Background: an optimization exercise with open tools, aiming at small area and a short achievable clock period. Do not read the settings as production practice.
RTL that was checked went through simulation tests only; none was proved equivalent to the original.
No functional check of the RTL was part of run 2.
Power figures rest on the tool's default switching activity, not on a simulated workload.

--- flow/flow/run.sh ---
#!/bin/bash
# Standard ORFS layout, with plain buffers (buf_2) on the ports instead of the default delay cells.
set -euo pipefail
bash standard.sh finish BUFFER_PORTS_ARGS="-buffer_cell sky130_fd_sc_hd__buf_2" > flow_make.log 2>&1
--- flow/standard.sh ---
#!/bin/bash
# synth_recipe.tcl (not shown) runs the flow's synth.tcl, then flattens the netlist and writes it again
# the make line also repeats each setting of config.mk as NAME=value (left out here)
make -C /OpenROAD-flow-scripts/flow DESIGN_CONFIG=/design/flow/config.mk WORK_HOME=/design/flow/orfs CLKGATE_MAP_FILE= SYNTH_SCRIPT=/design/flow/synth_recipe.tcl "${@:-finish}"
--- flow/config.mk ---
export PLATFORM = sky130hd
export DESIGN_NAME = dsb_router
export DESIGN_NICKNAME = dsb_router
export VERILOG_FILES = /design/flow/design.v
export SDC_FILE = /design/flow/constraint.sdc
export NUM_CORES = 4
export LEC_CHECK = 0
export ABC_AREA = 1
export CAP_MARGIN = 20
export CELL_PAD_IN_SITES_DETAIL_PLACEMENT = 1
export CELL_PAD_IN_SITES_GLOBAL_PLACEMENT = 1
export CORE_MARGIN = 2
export CORE_UTILIZATION = 50
export CTS_CLUSTER_DIAMETER = 100
export CTS_CLUSTER_SIZE = 25
export PLACE_DENSITY = 0.65
export SETUP_SLACK_MARGIN = 4.5
export SLEW_MARGIN = 20
--- flow/constraint.sdc ---
create_clock -name core_clock -period 8.0 [get_ports {clk}]
set_input_delay 1.6000 -clock core_clock [delete_from_list [all_inputs] [get_ports {clk}]]
set_output_delay 1.6000 -clock core_clock [all_outputs]
set_load 0.01 [all_outputs]
--- flow/design.v ---
`timescale 1ns/1ps
package dsb_pkg;
    localparam int NUM_PORTS = 5;
    localparam int COORD_W = 3;
    localparam int PAYLOAD_W = 10;
    localparam int FLIT_W = 2 * COORD_W + PAYLOAD_W;
    typedef enum logic [2:0] {
        PORT_S = 3'd0,
        PORT_W = 3'd1,
        PORT_N = 3'd2,
        PORT_E = 3'd3,
        PORT_P = 3'd4
    } port_e;
    typedef struct packed {
        logic [COORD_W-1:0]   dest_x;
        logic [COORD_W-1:0]   dest_y;
        logic [PAYLOAD_W-1:0] payload;
    } flit_t;
endpackage
`timescale 1ns/1ps
module flit_fifo (
    input  logic                       clk,
    input  logic                       rst,
    input  logic                       push_i,
    input  logic                       pop_i,
    input  logic [dsb_pkg::FLIT_W-1:0] data_i,
    output logic [dsb_pkg::FLIT_W-1:0] data_o,
    output logic [dsb_pkg::FLIT_W-1:0] next_o,    
    output logic [3:0]                 occ_o      
);
    localparam int W = dsb_pkg::FLIT_W;
    logic [W-1:0] mem [4];
    logic [3:0]   wr_ptr;    
    logic [3:0]   rd_ptr;
    logic [3:0]   occ;
    assign occ_o = occ;
    always_comb begin
        for (int e = 0; e < 4; e++) begin
            wr_ptr[e] = (rd_ptr[e]           && !occ[0]) ||
                        (rd_ptr[(e + 3) % 4] &&  occ[0] && !occ[1]) ||
                        (rd_ptr[(e + 2) % 4] &&  occ[1] && !occ[2]) ||
                        (rd_ptr[(e + 1) % 4] &&  occ[2]);
        end
    end
    always_comb begin
        data_o = '0;
        next_o = '0;
        for (int e = 0; e < 4; e++) begin
            data_o = data_o | ({W{rd_ptr[e]}} & mem[e]);
            next_o = next_o | ({W{rd_ptr[(e + 3) % 4]}} & mem[e]);
        end
    end
    for (genvar e = 0; e < 4; e++) begin : g_mem
        always_ff @(posedge clk) begin
            if (push_i && wr_ptr[e]) begin
                mem[e] <= data_i;
            end
        end
    end
    always_ff @(posedge clk or posedge rst) begin
        if (rst) begin
            rd_ptr <= 4'b0001;
            occ    <= 4'b0000;
        end else begin
            if (pop_i) begin
                rd_ptr <= {rd_ptr[2:0], rd_ptr[3]};
            end
            if (push_i && !pop_i) begin
                occ <= {occ[2:0], 1'b1};
            end else if (pop_i && !push_i) begin
                occ <= {1'b0, occ[3:1]};
            end
        end
    end
endmodule
`timescale 1ns/1ps
module rr_arbiter (
    input  logic                          clk,
    input  logic                          rst,
    input  logic [dsb_pkg::NUM_PORTS-1:0] req_i,
    input  logic                          advance_i,
    output logic [dsb_pkg::NUM_PORTS-1:0] gnt_o
);
    localparam int N = dsb_pkg::NUM_PORTS;
    logic [N-1:0] ptr;
    always_comb begin
        for (int p = 0; p < N; p++) begin
            logic hit;
            hit = 1'b0;
            for (int s = 0; s < N; s++) begin
                logic clear;
                clear = ptr[s];
                for (int q = 0; q < N; q++) begin
                    if (((q - s + N) % N) < ((p - s + N) % N)) begin
                        clear = clear & ~req_i[q];
                    end
                end
                hit = hit | clear;
            end
            gnt_o[p] = req_i[p] & hit;
        end
    end
    always_ff @(posedge clk or posedge rst) begin
        if (rst) begin
            ptr <= N'(1);
        end else if (|req_i) begin
            ptr <= advance_i ? {gnt_o[N-2:0], gnt_o[N-1]} : gnt_o;
        end
    end
endmodule
`timescale 1ns/1ps
module input_port (
    input  logic                        clk,
    input  logic                        rst,
    input  logic                        req_i,
    input  logic [dsb_pkg::FLIT_W-1:0]  data_i,
    input  logic [dsb_pkg::COORD_W-1:0] lx_i,
    input  logic [dsb_pkg::COORD_W-1:0] ly_i,
    output logic                        ack_o,
    output logic                        valid_o,
    output logic [dsb_pkg::FLIT_W-1:0]  flit_o,
    output logic [4:0]                  dest_o,
    input  logic                        take_i
);
    localparam int W = dsb_pkg::FLIT_W;
    logic [W-1:0] next_flit;
    logic [3:0]   occ;
    logic         push;
    logic [4:0]   dest_q;
    function automatic logic [4:0] route(input logic [W-1:0] f,
                                         input logic [2:0] lx, input logic [2:0] ly);
        logic [2:0] dx;
        logic [2:0] dy;
        dx = f[15:13];
        dy = f[12:10];
        if (dx > lx)      route = 5'b01000;
        else if (dx < lx) route = 5'b00010;
        else if (dy > ly) route = 5'b00100;
        else if (dy < ly) route = 5'b00001;
        else              route = 5'b10000;
    endfunction
    assign ack_o = !occ[3];
    assign push  = req_i && !occ[3];
    flit_fifo u_fifo (
        .clk    (clk),
        .rst    (rst),
        .push_i (push),
        .pop_i  (take_i),
        .data_i (data_i),
        .data_o (flit_o),
        .next_o (next_flit),
        .occ_o  (occ)
    );
    assign valid_o = occ[0];
    assign dest_o  = dest_q;
    always_ff @(posedge clk) begin
        if (!occ[0] || take_i) begin
            dest_q <= (take_i && occ[1]) ? route(next_flit, lx_i, ly_i) : route(data_i, lx_i, ly_i);
        end
    end
endmodule
`timescale 1ns/1ps
module mm_alloc (
    input  logic                                          clk,
    input  logic                                          rst,
    input  logic [dsb_pkg::NUM_PORTS-1:0]                 in_valid_i,
    input  logic [dsb_pkg::NUM_PORTS*dsb_pkg::FLIT_W-1:0] in_flit_i,
    input  logic [dsb_pkg::NUM_PORTS*5-1:0]               in_dest_i,
    output logic [dsb_pkg::NUM_PORTS-1:0]                 in_take_o,
    output logic [dsb_pkg::NUM_PORTS*dsb_pkg::FLIT_W-1:0] mm_flit_o,
    output logic [dsb_pkg::NUM_PORTS*5-1:0]               mm_tv_o,
    output logic [dsb_pkg::NUM_PORTS*5-1:0]               mm_new_o,
    output logic [dsb_pkg::NUM_PORTS-1:0]                 mm_keep_o,
    input  logic [dsb_pkg::NUM_PORTS-1:0]                 mm_take_i
);
    localparam int N = dsb_pkg::NUM_PORTS;
    localparam int W = dsb_pkg::FLIT_W;
    logic [N-1:0][N-1:0] compat;
    logic [N-1:0][N-1:0] arb_gnt;
    logic [N-1:0][N-1:0] final_gnt;
    logic [N-1:0]        mm_push;
    logic [N-1:0][3:0]   mm_occ;
    logic [N-1:0][W-1:0] mm_wdata;
    logic [N-1:0][4:0]   mm_wtype;
    logic [N-1:0][4:0]   mm_tv;
    logic [N-1:0][3:0][W-1:0] mm_mem;
    for (genvar i = 0; i < N; i++) begin : g_in
        assign in_take_o[i] = |final_gnt[i];
        for (genvar j = 0; j < N; j++) begin : g_compat
            assign compat[i][j] = in_valid_i[i] && !mm_occ[j][3] &&
                                  (!mm_occ[j][0] || |(mm_tv[j] & in_dest_i[i*5 +: 5]));
        end
        rr_arbiter u_arb (
            .clk       (clk),
            .rst       (rst),
            .req_i     (compat[i]),
            .advance_i (|final_gnt[i]),
            .gnt_o     (arb_gnt[i])
        );
    end
    always_comb begin
        for (int i = 0; i < N; i++) begin
            for (int j = 0; j < N; j++) begin
                logic lower;
                lower = 1'b0;
                for (int l = 0; l < i; l++) lower = lower | arb_gnt[l][j];
                final_gnt[i][j] = arb_gnt[i][j] & ~lower;
            end
        end
    end
    always_comb begin
        for (int j = 0; j < N; j++) begin
            mm_push[j]  = 1'b0;
            mm_wdata[j] = '0;
            mm_wtype[j] = '0;
            for (int i = 0; i < N; i++) begin
                mm_push[j]  = mm_push[j] | arb_gnt[i][j];
                mm_wdata[j] = mm_wdata[j] | ({W{final_gnt[i][j]}} & in_flit_i[i*W +: W]);
                mm_wtype[j] = mm_wtype[j] | ({5{final_gnt[i][j]}} & in_dest_i[i*5 +: 5]);
            end
        end
    end
    for (genvar j = 0; j < N; j++) begin : g_mm
        logic push;
        logic pop;
        assign push = mm_push[j];
        assign pop  = mm_take_i[j];
        always_ff @(posedge clk or posedge rst) begin
            if (rst) begin
                mm_tv[j] <= '0;
            end else if (!mm_occ[j][0]) begin
                mm_tv[j] <= push ? mm_wtype[j] : '0;
            end else if (pop && !mm_occ[j][1] && !push) begin
                mm_tv[j] <= '0;
            end
        end
        assign mm_new_o[j*5 +: 5] = {5{!mm_occ[j][0] && push}} & mm_wtype[j];
        assign mm_keep_o[j]       = mm_occ[j][1] || push;
        always_ff @(posedge clk or posedge rst) begin
            if (rst) begin
                mm_occ[j] <= 4'b0000;
            end else if (push && !pop) begin
                mm_occ[j] <= {mm_occ[j][2:0], 1'b1};
            end else if (pop && !push) begin
                mm_occ[j] <= {1'b0, mm_occ[j][3:1]};
            end
        end
        for (genvar e = 0; e < 4; e++) begin : g_ent
            logic at_tail;    
            logic last;       
            if (e == 0) begin : g_first
                assign at_tail = !mm_occ[j][0];
            end else begin : g_rest
                assign at_tail = mm_occ[j][e-1] && !mm_occ[j][e];
            end
            if (e == 3) begin : g_top
                assign last = mm_occ[j][3];
            end else begin : g_low
                assign last = mm_occ[j][e] && !mm_occ[j][e+1];
            end
            always_ff @(posedge clk) begin
                if (pop) begin
                    if (e == 3 || last) begin
                        mm_mem[j][e] <= mm_wdata[j];
                    end else begin
                        mm_mem[j][e] <= mm_mem[j][(e+1) % 4];
                    end
                end else if (push && at_tail) begin
                    mm_mem[j][e] <= mm_wdata[j];
                end
            end
        end
        assign mm_flit_o[j*W +: W] = mm_mem[j][0];
        assign mm_tv_o[j*5 +: 5]   = mm_tv[j];
    end
endmodule
`timescale 1ns/1ps
module output_alloc (
    input  logic [dsb_pkg::NUM_PORTS*dsb_pkg::FLIT_W-1:0] mm_flit_i,
    input  logic [dsb_pkg::NUM_PORTS*5-1:0]               mm_tv_i,
    input  logic [dsb_pkg::NUM_PORTS*5-1:0]               mm_new_i,
    input  logic [dsb_pkg::NUM_PORTS-1:0]                 mm_keep_i,
    output logic [dsb_pkg::NUM_PORTS-1:0]                 mm_take_o,
    input  logic                                          clk,
    input  logic                                          rst,
    input  logic [dsb_pkg::NUM_PORTS-1:0]                 ack_i,
    output logic [dsb_pkg::NUM_PORTS-1:0]                 req_o,
    output logic [dsb_pkg::NUM_PORTS*dsb_pkg::FLIT_W-1:0] data_o
);
    localparam int N = dsb_pkg::NUM_PORTS;
    localparam int W = dsb_pkg::FLIT_W;
    logic [N-1:0][N-1:0] gnt_q;
    logic [N-1:0]        adv_q;
    logic [N-1:0]        req_q;
    logic [N-1:0]        ini_q;
    logic [N-1:0][N-1:0] gnt_s;
    always_comb begin
        mm_take_o = '0;
        for (int k = 0; k < N; k++) begin
            mm_take_o = mm_take_o | ({N{ack_i[k] & req_q[k]}} & gnt_q[k]);
        end
    end
    for (genvar k = 0; k < N; k++) begin : g_out
        logic [N-1:0] ptr_a;
        logic [N-1:0] req_a;
        logic [N-1:0] gnt_a;
        assign ptr_a = ini_q[k]              ? N'(1) :
                       (req_q[k] || adv_q[k]) ? {gnt_q[k][N-2:0], gnt_q[k][N-1]} : gnt_q[k];
        for (genvar j = 0; j < N; j++) begin : g_req
            logic taken;
            assign taken    = req_q[k] && gnt_q[k][j];
            assign req_a[j] = (mm_tv_i[j*5 + k] && (!taken || mm_keep_i[j])) || mm_new_i[j*5 + k];
        end
        always_comb begin
            for (int p = 0; p < N; p++) begin
                logic hit;
                hit = 1'b0;
                for (int s = 0; s < N; s++) begin
                    logic clear;
                    clear = ptr_a[s];
                    for (int q = 0; q < N; q++) begin
                        if (((q - s + N) % N) < ((p - s + N) % N)) begin
                            clear = clear & ~req_a[q];
                        end
                    end
                    hit = hit | clear;
                end
                gnt_a[p] = req_a[p] & hit;
            end
        end
        always_ff @(posedge clk or posedge rst) begin
            if (rst) begin
                gnt_q[k] <= '0;
            end else if (!(req_q[k] && !ack_i[k]) && |req_a) begin
                gnt_q[k] <= gnt_a;
            end
        end
        always_ff @(posedge clk) begin
            gnt_s[k] <= (req_q[k] && !ack_i[k]) ? gnt_q[k] : gnt_a;
        end
        always_ff @(posedge clk or posedge rst) begin
            if (rst) begin
                adv_q[k] <= 1'b0;
                req_q[k] <= 1'b0;
                ini_q[k] <= 1'b1;
            end else if (!(req_q[k] && !ack_i[k])) begin
                adv_q[k] <= req_q[k] || adv_q[k];
                req_q[k] <= |req_a;
                if (|req_a) begin
                    ini_q[k] <= 1'b0;
                end
            end
        end
        assign req_o[k] = req_q[k];
        always_comb begin
            data_o[k*W +: W] = '0;
            for (int j = 0; j < N; j++) begin
                data_o[k*W +: W] = data_o[k*W +: W] | ({W{gnt_s[k][j]}} & mm_flit_i[j*W +: W]);
            end
        end
    end
endmodule
`timescale 1ns/1ps
module dsb_router (
    input  logic                                          clk,
    input  logic                                          rst,
    input  logic [dsb_pkg::COORD_W-1:0]                   lx_i,
    input  logic [dsb_pkg::COORD_W-1:0]                   ly_i,
    input  logic [dsb_pkg::NUM_PORTS-1:0]                 in_req_i,
    input  logic [dsb_pkg::NUM_PORTS*dsb_pkg::FLIT_W-1:0] in_data_i,
    output logic [dsb_pkg::NUM_PORTS-1:0]                 in_ack_o,
    output logic [dsb_pkg::NUM_PORTS-1:0]                 out_req_o,
    output logic [dsb_pkg::NUM_PORTS*dsb_pkg::FLIT_W-1:0] out_data_o,
    input  logic [dsb_pkg::NUM_PORTS-1:0]                 out_ack_i
);
    localparam int N = dsb_pkg::NUM_PORTS;
    localparam int W = dsb_pkg::FLIT_W;
    logic [N-1:0]   in_valid;
    logic [N*W-1:0] in_flit;
    logic [N*5-1:0] in_dest;
    logic [N-1:0]   in_take;
    logic [N*W-1:0] mm_flit;
    logic [N*5-1:0] mm_tv;
    logic [N*5-1:0] mm_new;
    logic [N-1:0]   mm_keep;
    logic [N-1:0]   mm_take;
    for (genvar i = 0; i < N; i++) begin : g_port
        input_port u_in (
            .clk     (clk),
            .rst     (rst),
            .req_i   (in_req_i[i]),
            .data_i  (in_data_i[i*W +: W]),
            .lx_i    (lx_i),
            .ly_i    (ly_i),
            .ack_o   (in_ack_o[i]),
            .valid_o (in_valid[i]),
            .flit_o  (in_flit[i*W +: W]),
            .dest_o  (in_dest[i*5 +: 5]),
            .take_i  (in_take[i])
        );
    end
    mm_alloc u_mm (
        .clk        (clk),
        .rst        (rst),
        .in_valid_i (in_valid),
        .in_flit_i  (in_flit),
        .in_dest_i  (in_dest),
        .in_take_o  (in_take),
        .mm_flit_o  (mm_flit),
        .mm_tv_o    (mm_tv),
        .mm_new_o   (mm_new),
        .mm_keep_o  (mm_keep),
        .mm_take_i  (mm_take)
    );
    output_alloc u_out (
        .mm_flit_i  (mm_flit),
        .mm_tv_i    (mm_tv),
        .mm_new_i   (mm_new),
        .mm_keep_i  (mm_keep),
        .mm_take_o  (mm_take),
        .clk        (clk),
        .rst        (rst),
        .ack_i      (out_ack_i),
        .req_o      (out_req_o),
        .data_o     (out_data_o)
    );
endmodule
==> results of run 1 <==
-- worst max path at each step --
stage	start	endpoint	slack, ns	depth (start not counted)
global placement	g_port[0].u_in.dest_q[2]	g_port[3].u_in.dest_q[4]	3.41	18
global route	g_port[0].u_in.dest_q[1]	g_port[0].u_in.dest_q[2]	4.37	20
finish	g_port[0].u_in.dest_q[3]	g_port[0].u_in.dest_q[0]	4.43	19
detailed placement	g_port[0].u_in.dest_q[4]	g_port[3].u_in.dest_q[4]	3.52	16
CTS	u_mm.mm_occ[0]	g_port[1].u_in.dest_q[4]	4.48	17
floorplan	rst	g_port[0].u_in.u_fifo.occ[0]	4.52	1
-- synth_stat cells, drive strengths merged, types with 4 or more instances --
cell type and instances:
o22ai 75, nand3 255, mux2 240, ha 70
nor3 27, o211ai 23, nand2 1632, nor2 226
buf 72, o21ai 183, dfxtp 25, dfrtp 135
dfstp 15, clkbuf 124, a41oi 14, o221ai 18
nand3b 9, edfxtp 665, or2 7, o32ai 4
a221oi 90, a221o 40, inv 408, a31oi 13
a22oi 86, nand4 171, a21oi 87
-- routing by layer --
metal	up-vias	GRT usage, %	part of all wire [%]
met5	-	0	0.044
met4	12	14.39	4.8
met3	394	6.668	8.1
met2	1677	57.34	46
met1	19180	47.88	41
li1	17080	-	-
-- area by class of cell --
class / count / area share [%]
timing repair buffer: 432 / 5.963
inverter: 411 / 3.167
multi-input combinational: 3286 / 37.97
tap: 1165 / 2.830
clock buffer: 60 / 2.337
antenna: 1 / 0.004858
clock inverter: 14 / 0.5125
sequential: 840 / 47.22
-- report_power, final --
group	switching [mW]	internal (mW)	total, mW
clock network	1.53	1.18	2.71
logic	1.51	0.668	2.18
registers	0.382	4.89	5.27
total	3.43	6.73	10.2
-- cells by family after synthesis --
family                   Yosys count
AO/OA/AOI/OAI                    643
AND/OR/NAND/NOR                 2330
buffers and inverters            607
flip-flops                       840
adder cells (fa/ha/maj)           70
multiplexers                     240
-- flip-flops by register name (all words and copies together) (netlist names) --
name,cells
g_port.u_in.u_fifo.mem,320
u_mm.mm_mem,320
g_port.u_in.dest_q,25
u_mm.g_in.u_arb.ptr,25
u_mm.mm_tv,25
u_out.gnt_q,25
u_out.gnt_s,25
g_port.u_in.u_fifo.occ,20
g_port.u_in.u_fifo.rd_ptr,20
u_mm.mm_occ,20
u_out.adv_q,5
u_out.ini_q,5
u_out.req_q,5
-- timing repair --
action / 4_1_cts / 5_1_grt
endpoints found under the setup margin: 528 / 384
resized for setup: 121 / 280
gates cloned: 1 / 7
pin swaps: 22 / 109
buffers inserted: 78 / 112
-- worst max-delay path, stage by stage (launching register included) --
cell and delay [ns]:
edfxtp_1 0.55, nand2_1 0.09, nand2_1 0.08, nor2_1 0.05
nand2_1 0.10, nand2_4 0.10, a21oi_2 0.15, nand2_1 0.09
nor2_1 0.14, nand2_2 0.09, nand2_4 0.15, buf_4 0.16
nand3_1 0.35, nor3_1 0.31, buf_4 0.24, nor2_2 0.09
inv_1 0.08, nand2_1 0.09, o31ai_1 0.28, buf_4 0.23
-- through the flow --
step / setup slack, ns / instance area (µm²) / hold WS (ns)
after floorplan: 4.523 / 44850 / 0.4349
after global placement: 3.413 / 46800 / 0.4525
after global routing: 4.366 / 51510 / 0.5091
after CTS: 4.481 / 49370 / 0.4863
final: 4.434 / 51510 / 0.4813
after detailed placement: 3.517 / 46840 / 0.4586
==> flow_metrics.env, run 1 <==
export IMPL_portBuffers=187
export IMPL_core_um2=88650
export IMPL_synth_top_area_cell="edfxtp_1"
export IMPL_postLayoutCoreUtil_pct=58.11
export IMPL_drv_cap=0
export IMPL_status="complete, no violations"
export IMPL_multi_input_area_um2=19560
export IMPL_gp_congestion=1.010
export IMPL_arrival_ns=4.07
export IMPL_path_clk_slew_ns=0.10
export IMPL_endpoint_kind="register"
export IMPL_async_flop_share_pct=17.86
export IMPL_synth_warnings=6
export IMPL_yosys_top_cells_area="edfxtp_1, nand2_1, dfrtp_1"
export IMPL_die_w_um=303.5
export IMPL_setup_violations_final=0
export IMPL_grt_pass1_wl_um=245300
export IMPL_synth_edf_count=665
export IMPL_wirelength_um=169500
export IMPL_reg2reg_to="g_port[0].u_in.dest_q[0]"
export IMPL_drive_gt1_share_pct=23.70
export IMPL_synth_area_um2=44840
export IMPL_yosysTopAreaCellShare_pct=44.53
export IMPL_synth_compound_area_share_pct=9.878
export IMPL_finalNetCount=5184
export IMPL_finClkSkew_ns=0.04185
export IMPL_maxClockFrequency_mhz=280.5
export IMPL_vdd_drop_max_mv=0.2252
export IMPL_yosys_area_share_simple_pct=22.58
export IMPL_htreeDepth=2
export IMPL_min_path_cells=1
export IMPL_track_usage_pct=35.70
export IMPL_clk_latency_ns=0.66
export IMPL_placed_cells=5935
export IMPL_finalMaxSlewViolations=0
export IMPL_n_fill_cell=9883
export IMPL_power_density_nw_per_um2=197.3
export IMPL_synth_top_flop_cell="edfxtp_1"
export IMPL_clockBufferDepth=3
export IMPL_critPathLaunchType="register"
export IMPL_final_cell_mix="nand2_1, edfxtp_1, inv_1, mux2_2, nand3_1"
export IMPL_dr_total_vias=38340
export IMPL_drc=0
export IMPL_finalSetupTns_ns=0
export IMPL_worst_slew_pin_transition_ns=1.174
export IMPL_power_mw=10.16
export IMPL_criticalPathCategory="reg -> reg"
export IMPL_synthCells=4730
export IMPL_drt_antenna_violating_nets=0
export IMPL_cts_buffers=45
export IMPL_cts_sinks=840
export IMPL_min_to="u_out.adv_q[2]"
export IMPL_synthDistinctLibCells=59
export IMPL_synth_top_family_by_area="simple AND/OR/NAND/NOR gates"
export IMPL_ff_latch_area_um2=24320
export IMPL_min_delay_start="u_out.adv_q[2]"
export IMPL_die_h_um=303.5
export IMPL_first_global_vias=37850
export IMPL_initial_core_util_pct=50.58
export IMPL_grt_max_degree=126
export IMPL_cts_hold_buf=0
export IMPL_max_slew_margin_pct=20.87
export IMPL_rsz0062_at_grt="true"
export IMPL_overflow=0
export IMPL_vias_per_cell=6.175
export IMPL_hold_violations=0
export IMPL_rows=109
export IMPL_hold_path_class="reg -> reg"
export IMPL_required_ns=8.50
export IMPL_area_growth_synth_to_final_pct=14.88
export IMPL_period_share_pct=44.57
export IMPL_synth_fp_nets=4898
export IMPL_io_pins=188
export IMPL_min_period_ns=3.566
export IMPL_muxShareOfSynthArea_pct=6.027
export IMPL_cts_tree="yes"
export IMPL_rr_startpoint="g_port[0].u_in.dest_q[3]"
export IMPL_p_leak_nw=21.46
export IMPL_die_area_um2=92090
export IMPL_drtIter0Drc=4124
export IMPL_final_cells=6209
export IMPL_synth_ff_latch_count=840
export IMPL_cp_max_fo=11
export IMPL_synthAdderAreaFrac_pct=1.953
export IMPL_antenna_found_initial=6
export IMPL_regToRegSetupSlack_ns=4.43
export IMPL_synthXorXnorAreaFrac_pct=0
export IMPL_syn_area_per_cell_um2=9.480
export IMPL_hpwl_um=123300
export IMPL_wire_per_inst_um=27.30
export IMPL_cts_root_buf="clkbuf_16"
export IMPL_final_common_cell="nand2_1"
export IMPL_drt_pass1_iterations=6
export IMPL_reg2reg_depth=19
export IMPL_synth_seq_area_share_pct=54.06
==> run 2: changes to the inputs <==
--- a/flow/design.v
+++ b/flow/design.v
@@ -295,3 +295,3 @@
     logic [N-1:0]        ini_q;
-    logic [N-1:0][N-1:0] gnt_s;
+    logic [N-1:0][N-1:0] gnt_d;
     always_comb begin
@@ -337,4 +337,8 @@
         end
-        always_ff @(posedge clk) begin
-            gnt_s[k] <= (req_q[k] && !ack_i[k]) ? gnt_q[k] : gnt_a;
+        always_ff @(posedge clk or posedge rst) begin
+            if (rst) begin
+                gnt_d[k] <= '0;
+            end else if (!(req_q[k] && !ack_i[k])) begin
+                gnt_d[k] <= gnt_a;
+            end
         end
@@ -357,3 +361,6 @@
             for (int j = 0; j < N; j++) begin
-                data_o[k*W +: W] = data_o[k*W +: W] | ({W{gnt_s[k][j]}} & mm_flit_i[j*W +: W]);
+                data_o[k*W +: W/2] = data_o[k*W +: W/2] |
+                                     ({(W/2){gnt_q[k][j]}} & mm_flit_i[j*W +: W/2]);
+                data_o[k*W+W/2 +: W/2] = data_o[k*W+W/2 +: W/2] |
+                                     ({(W/2){gnt_d[k][j]}} & mm_flit_i[j*W+W/2 +: W/2]);
             end
--- a/flow/config.mk
+++ b/flow/config.mk
@@ -12,6 +12,6 @@
 export CORE_MARGIN = 2
-export CORE_UTILIZATION = 50
+export CORE_UTILIZATION = 45
 export CTS_CLUSTER_DIAMETER = 100
 export CTS_CLUSTER_SIZE = 25
-export PLACE_DENSITY = 0.65
+export PLACE_DENSITY = 0.6
 export SETUP_SLACK_MARGIN = 4.5
==> flow_metrics.env, run 2 <==
export IMPL_route_met3_wl_um=10740
export IMPL_synth_warnings=6
export IMPL_dr_total_vias=38640
export IMPL_worst_slew_pin_transition_ns=1.200
export IMPL_synth_fp_nets=4912
export IMPL_clk_latency_ns=0.68
export IMPL_cp_max_fo=7
export IMPL_hpwl_um=131500
export IMPL_power_density_nw_per_um2=206.9
export IMPL_die_area_um2=102600
export IMPL_antenna_found_initial=6
export IMPL_min_period_ns=3.654
export IMPL_yosys_top_cells_area="edfxtp_1, nand2_1, dfrtp_1"
export IMPL_drive_gt1_share_pct=27.90
export IMPL_ff_latch_area_um2=24480
export IMPL_synthDistinctLibCells=58
export IMPL_n_fill_cell=11130
export IMPL_wl_met2_um=84090
export IMPL_top_layer_used="met5"
export IMPL_clockBufferDepth=3
export IMPL_wire_per_inst_um=28.53
export IMPL_finClkSkew_ns=0.03995
export IMPL_final_common_cell="nand2_1"
export IMPL_grt_max_degree=53
export IMPL_hold_violations=0
export IMPL_core_um2=99710
export IMPL_drv_cap=0
export IMPL_synth_top_flop_cell="edfxtp_1"
export IMPL_yosysTopAreaCellShare_pct=44.34
export IMPL_die_h_um=320.3
export IMPL_synth_seq_area_share_pct=54.11
export IMPL_cts_tree="yes"
export IMPL_multi_input_area_um2=20360
export IMPL_wl_met1_um=77020
export IMPL_drt_antenna_violating_nets=0
export IMPL_cts_buffers=45
export IMPL_portBuffers=187
export IMPL_overflow=0
export IMPL_drt_pass1_iterations=6
export IMPL_setup_violations_final=0
export IMPL_initial_core_util_pct=45.16
export IMPL_maxClockFrequency_mhz=273.7
export IMPL_vdd_drop_max_mv=0.1558
export IMPL_vias_per_cell=6.027
export IMPL_synth_edf_count=665
export IMPL_htreeDepth=2
export IMPL_grt_pass1_wl_um=262200
export IMPL_cts_root_buf="clkbuf_16"
export IMPL_max_slew_margin_pct=19.46
export IMPL_whs_ns=0.4857
export IMPL_gp_congestion=0.9379
export IMPL_die_w_um=320.3
export IMPL_largestRegisters="g_port.u_in.u_fifo.mem: 320 flops, u_mm.mm_mem: 320 flops"
export IMPL_area_growth_synth_to_final_pct=18.37
export IMPL_first_global_vias=37860
export IMPL_drtIter0Drc=3609
export IMPL_criticalPathCategory="reg -> out"
export IMPL_synth_area_um2=45030
export IMPL_io_pins=188
export IMPL_status="complete, no violations"
export IMPL_synthCells=4744
export IMPL_track_usage_pct=34.55
export IMPL_required_ns=6.40
export IMPL_synth_top_area_cell="edfxtp_1"
export IMPL_synth_most_common_cell="nand2_1"
export IMPL_final_cell_mix="nand2_1, edfxtp_1, inv_1, mux2_2, buf_4"
export IMPL_finalMaxSlewViolations=0
export IMPL_drc=0
export IMPL_hold_path_class="reg -> reg"
export IMPL_endpoint_kind="output pin"
export IMPL_finalNetCount=5251
export IMPL_arrival_ns=2.05
export IMPL_finalSetupTns_ns=0
export IMPL_period_share_pct=45.67
export IMPL_critPathLaunchType="register"
export IMPL_cts_sinks=840
export IMPL_synth_commonest_cells="nand2_1, edfxtp_1, inv_1"
export IMPL_synth_ff_latch_count=840
export IMPL_path_clk_slew_ns=0.11
export IMPL_syn_area_per_cell_um2=9.493
export IMPL_async_flop_share_pct=20.83
export IMPL_rsz0062_at_grt="true"
export IMPL_rows=116
export IMPL_wirelength_um=182900
export IMPL_p_leak_nw=22.20
[run 2: metrics by stage]
step	setup slack (ns)	power, mW	instances	area (µm²)	util [%]
after floorplan	4.174	6.683	4744	45040	-
after global placement	3.440	7.569	6087	47140	47.28
after detailed placement	3.442	7.585	6087	47160	47.29
after CTS	4.343	10.67	6301	50670	50.82
after global routing	4.301	11.42	6412	53300	53.46
final	4.346	11.03	6412	53300	53.46
[run 2: critical path: stages, from the launching register on]
cell,delay [ns]
dfrtp_4,0.59
buf_4,0.17
nand2_2,0.05
nand2_2,0.04
a221oi_2,0.22
nand2_2,0.14
buf_6,0.15
[run 2: per-layer routing]
layer | GRT usage (%) | vias to the layer above
met5 | 0 | -
met4 | 16.85 | 4
met3 | 3.991 | 384
met2 | 55.46 | 1481
met1 | 46.72 | 19590
li1 | - | 17180
[run 2: kinds of logic (layout without fill, tap and decap cells)]
kind of cell / Yosys count / after routing / share of synthesized area [%]
AOI/OAI and AO/OA: 619 / 619 / 9.535
buffers and inverters: 599 / 964 / 5.479
DFF: 840 / 840 / 54.11
muxes: 240 / 240 / 6.001
and+or+nand+nor: 2376 / 2379 / 22.93
adders and majority gates: 70 / 70 / 1.945
other: 0 / 2 / 0
[run 2: timing repair]
action | 4_1_cts | 5_1_grt
cloned | 5 | 7
hold buffers | 0 | 0
buffers inserted | 133 | 102
resized for setup | 254 | 419
pin swaps | 59 | 152
setup endpoints to repair | 582 | 373
[run 2: cell type report]
type | instances | area share (%)
well taps | 1298 | 3.047
diodes | 2 | 0.009389
repair buffers | 485 | 7.044
inverters | 398 | 3.030
clock buffers | 59 | 2.230
multi-input cells | 3308 | 38.20
flip-flops and latches | 840 | 45.92
clock inverters | 17 | 0.4460
repair inverters | 5 | 0.07276
[run 2: path summary, 6_finish.rpt]
path,startpoint,to,slack (ns),cells past startpoint
min in group asynchronous,rst,u_out.req_q[1],1.08,2
hold / removal,u_out.adv_q[3],u_out.adv_q[3],0.49,1
max in group asynchronous,rst,g_port[0].u_in.u_fifo.occ[0],5.47,3
setup reg to reg,g_port[3].u_in.dest_q[2],u_mm.mm_mem[199],4.54,16
setup / recovery,u_out.gnt_q[6],out_data_o[22],4.35,6
hold reg to reg,u_out.adv_q[3],u_out.adv_q[3],0.49,1
[run 2: report_power, final]
group          internal [mW]  switching (mW)  total, mW
logic                   1.05            2.00       3.05
registers               4.89           0.420       5.31
clock network           1.14            1.54       2.67

## static timing again, ports no longer ideal
In the flow no input, the clock included, has a driving cell. The finished layouts below were timed again as built, in two steps. Step 1: set_driving_cell puts a clkbuf_16 on clk and a buf_2 on each other input, an assumption about the parent block. Step 2 moves the port delays by t, midway between the first and last clock arrival at a register: inputs arrive t later, outputs are due t later. That takes back most of the time a late clock gives input paths. a / b / c = ideal / step 1 / step 2; a / b = the first two.
run	t (ns)	slack for setup (ns)	worst hold slack (ns)	worst slew at a driven data input, ns
run 1	0.718	4.434 / 4.384 / 3.989	0.481 / 0.481 / 0.481	0.10
run 2	0.736	4.346 / 4.270 / 3.937	0.486 / 0.486 / 0.486	0.09
After both steps setup and hold are still met in every run listed. For run 1, which loses most, drivers alone change the setup slack by -0.050 ns; drivers and shift together by -0.445 ns.
